What follows belongs to an exercise in optimizing a design on an open flow for small area, a short achievable clock period and few clock cycles per item; a production flow would make more cautious choices. Where RTL was checked, it was by simulation tests only, not by an equivalence proof against the original. No activity file was given, so power comes from the tool's default toggle rates.

==> flow/design.v (excerpt) <==
module systolic_array #(
    parameter int width_p        = 8,
    parameter int array_width_p  = 8,
    parameter int array_height_p = 8
) (
    input  logic               clk_i,
    input  logic               reset_i,
    input  logic               en_i,
    input  logic               flush_i,
    input  logic               valid_i,
    input  logic [width_p-1:0] data_i,
    output logic               ready_o,
    output logic               valid_o,
    output logic [width_p-1:0] data_o,
    input  logic               yumi_i
);
    localparam int N  = 8;         
    localparam int NA = N * N;     
    localparam int ND = 7;         
    logic          ld_q;           
    logic [7:0]    cnt_q;          
    logic          av_q;           
    logic          sv_q;           
    logic [6:0]    u_q;            
    logic [2:0]    ph_q;           
    logic [6:0]    k_q;            
    logic          valid_q;
    logic [ND-1:0] dv_q;           
    logic [7:0] ain_q;
    logic [7:0] din_q;             
    logic [7:0] din3_q;            
    logic [ND-1:0][7:0] dd_q;      
    logic [ND-1:0][2:0] dt_q;      
    logic [NA-1:0][7:0] a_q;       
    logic [N-1:0][N-1:0][7:0] c_q;   
    logic [7:0] data_q;
    logic ready_q;
    assign ready_q = ld_q & ~cnt_q[7];
    assign ready_o = reset_i & en_i & ready_q;
    assign valid_o = valid_q;
    assign data_o  = data_q;
    logic accept, accept_a, accept_b, first_b, flush_take, take, flushed;
    logic aligned, done_ok, load_out, shift_a, last, clr;
    logic [2:0] ph_n;
    logic [6:0] nx;
    assign accept     = en_i & valid_i & ready_q;
    assign accept_a   = accept & ~cnt_q[6];
    assign accept_b   = accept & cnt_q[6];
    assign first_b    = accept_b & (cnt_q[5:0] == 6'd0);
    assign flush_take = en_i & flush_i & ld_q;
    assign take       = en_i & yumi_i & valid_q;
    assign flushed    = ~ld_q | flush_i;
    assign ph_n       = ph_q + 3'd1;
    assign nx         = u_q + 7'(sv_q);
    logic       pick;
    logic [7:0] pick_d;
    always_comb begin
        pick   = 1'b0;
        pick_d = '0;
        if (accept_b & ((cnt_q[2:0] == ph_n) | first_b)) begin
            pick   = 1'b1;
            pick_d = data_i;
        end
        for (int s = 0; s < ND; s++) begin
  ...
Size in the first run: about 2300 cells after synthesis, about 24 I/O pins, ~38000 um^2 of cells after synthesis.
Settings: LEC_CHECK=0, CAP_MARGIN=20, CORE_MARGIN=2, CORE_UTILIZATION=65, CTS_BUF_LIST=sky130_fd_sc_hd__clkbuf_16, CTS_CLUSTER_DIAMETER=100, CTS_CLUSTER_SIZE=30, SETUP_SLACK_MARGIN=5, SLEW_MARGIN=20; clock period 10.0 ns.
standard.sh (not shown) runs the stock make flow with config.mk's settings and CLKGATE_MAP_FILE= SYNTH_SCRIPT=/design/flow/synth_recipe.tcl, a recipe that flattens the netlist after the stock synthesis.
==> flow/flow/run.sh <==
#!/bin/bash
# The standard layout, with a tighter setup target for the repair steps and faster port buffers.
set -euo pipefail
bash standard.sh SETUP_SLACK_MARGIN=5.8 "BUFFER_PORTS_ARGS=-buffer_cell sky130_fd_sc_hd__buf_2" finish > make_finish.log 2>&1
The first run finished with timing, DRC and antenna clean.
==> next run, changes <==
--- a/flow/design.v
+++ b/flow/design.v
@@ -15,12 +15,13 @@
     input  logic               yumi_i
 );
     localparam int N  = 8;         
     localparam int NA = N * N;     
     localparam int ND = 7;         
     logic          ld_q;           
+    logic          rdy_q;          
     logic [7:0]    cnt_q;          
     logic          av_q;           
     logic          sv_q;           
     logic [6:0]    u_q;            
     logic [2:0]    ph_q;           
     logic [6:0]    k_q;            
@@ -32,13 +33,13 @@
     logic [ND-1:0][7:0] dd_q;      
     logic [ND-1:0][2:0] dt_q;      
     logic [NA-1:0][7:0] a_q;       
     logic [N-1:0][N-1:0][7:0] c_q;   
     logic [7:0] data_q;
     logic ready_q;
-    assign ready_q = ld_q & ~cnt_q[7];
+    assign ready_q = rdy_q;
     assign ready_o = reset_i & en_i & ready_q;
     assign valid_o = valid_q;
     assign data_o  = data_q;
     logic accept, accept_a, accept_b, first_b, flush_take, take, flushed;
     logic aligned, done_ok, load_out, shift_a, last, clr;
     logic [2:0] ph_n;
@@ -76,12 +77,13 @@
     assign shift_a  = av_q | (sv_q & (u_q[2:0] == 3'd7));
     assign last     = take & k_q[6];
     assign clr      = ~nx[6] & ~nx[5] & ~nx[4] & ~nx[3] & (ph_n >= nx[2:0]);
     always_ff @(posedge clk_i or negedge reset_i) begin
         if (!reset_i) begin
             ld_q    <= 1'b1;
+            rdy_q   <= 1'b1;
             cnt_q   <= '0;
             av_q    <= 1'b0;
             sv_q    <= 1'b0;
             u_q     <= '0;
             ph_q    <= '0;
             k_q     <= '0;
@@ -91,21 +93,26 @@
             av_q <= accept_a;
             sv_q <= pick;
             u_q  <= nx;
             ph_q <= first_b ? 3'd0 : ph_n;
             dv_q <= {dv_q[ND-2:0], accept_b};
             if (accept) cnt_q <= cnt_q + 8'd1;
-            if (flush_take) ld_q <= 1'b0;
+            if (flush_take) begin
+                ld_q  <= 1'b0;
+                rdy_q <= 1'b0;
+            end
+            if (accept & (cnt_q[6:0] == 7'd127)) rdy_q <= 1'b0;
             if (load_out) begin
                 k_q     <= k_q + 7'd1;
                 valid_q <= 1'b1;
             end else if (take) begin
                 valid_q <= 1'b0;
             end
             if (last) begin
                 ld_q  <= 1'b1;
+                rdy_q <= 1'b1;
                 cnt_q <= '0;
                 u_q   <= '0;
                 k_q   <= '0;
             end
         end
     end
@@ -192,8 +199,15 @@
     assign t38 = (t26 & c[5]) | (t26 & t25) | (c[5] & t25);
     assign t39 = t28 ^ c[6] ^ t27;
     assign t40 = (t28 & c[6]) | (t28 & t27) | (c[6] & t27);
     assign t41 = t30 ^ t22 ^ t29;
     assign x0 = {t41, t39, t37, t35, t33, t31, t2, t1};
     assign x1 = {t40, t38, t36, t34, t32, c[2], c[1], c[0]};
-    assign y  = x0 + x1;
+    logic [3:0] cy;
+    assign y[0] = x0[0] ^ x1[0];
+    assign cy[0] = x0[0] & x1[0];
+    for (genvar b = 1; b < 4; b++) begin : g_rc
+        assign y[b] = x0[b] ^ x1[b] ^ cy[b-1];
+        assign cy[b] = (x0[b] & x1[b]) | (x0[b] & cy[b-1]) | (x1[b] & cy[b-1]);
+    end
+    assign y[7:4] = x0[7:4] + x1[7:4] + {3'd0, cy[3]};
 endmodule
What happened: Via count shrinks by 3.1%; synthesized area decreases by 0.93%; total power stays flat; wire length drops by 1.5%; count of clock-buffer cells in the layout does not change.
Testbench counts after the change, summed over its fixed seeds: cycles 12,288, jobs 64.
The RTL of the first run of this note was laid out without a check of its function.

static timing again, ports no longer ideal:
The flow's constraints put no driver on any port. The routed layouts listed below were extracted and timed again, unchanged, in two steps.
Step 1 assumes that a clkbuf_16 drives the clock port and a buf_2 every other input.
Step 2 also shifts input and output timing later by t, the mid clock arrival at the registers, as if the neighbouring blocks saw the same clock.
a / b / c = ideal ports / drivers / drivers and shift; a / b = the first two.
run	shift t [ns]	setup slack, ns	worst setup path after step 2	worst register clock-pin slew, ns
the first run	0.661	5.579 / 5.502 / 5.401	input to register	0.12 / 0.12
the second run	0.667	5.634 / 5.549 / 5.384	input to register	0.12 / 0.12
After both steps every run listed still meets setup and hold. For the second run, which loses most, drivers alone change the setup slack by -0.085 ns; drivers and shift together by -0.250 ns.
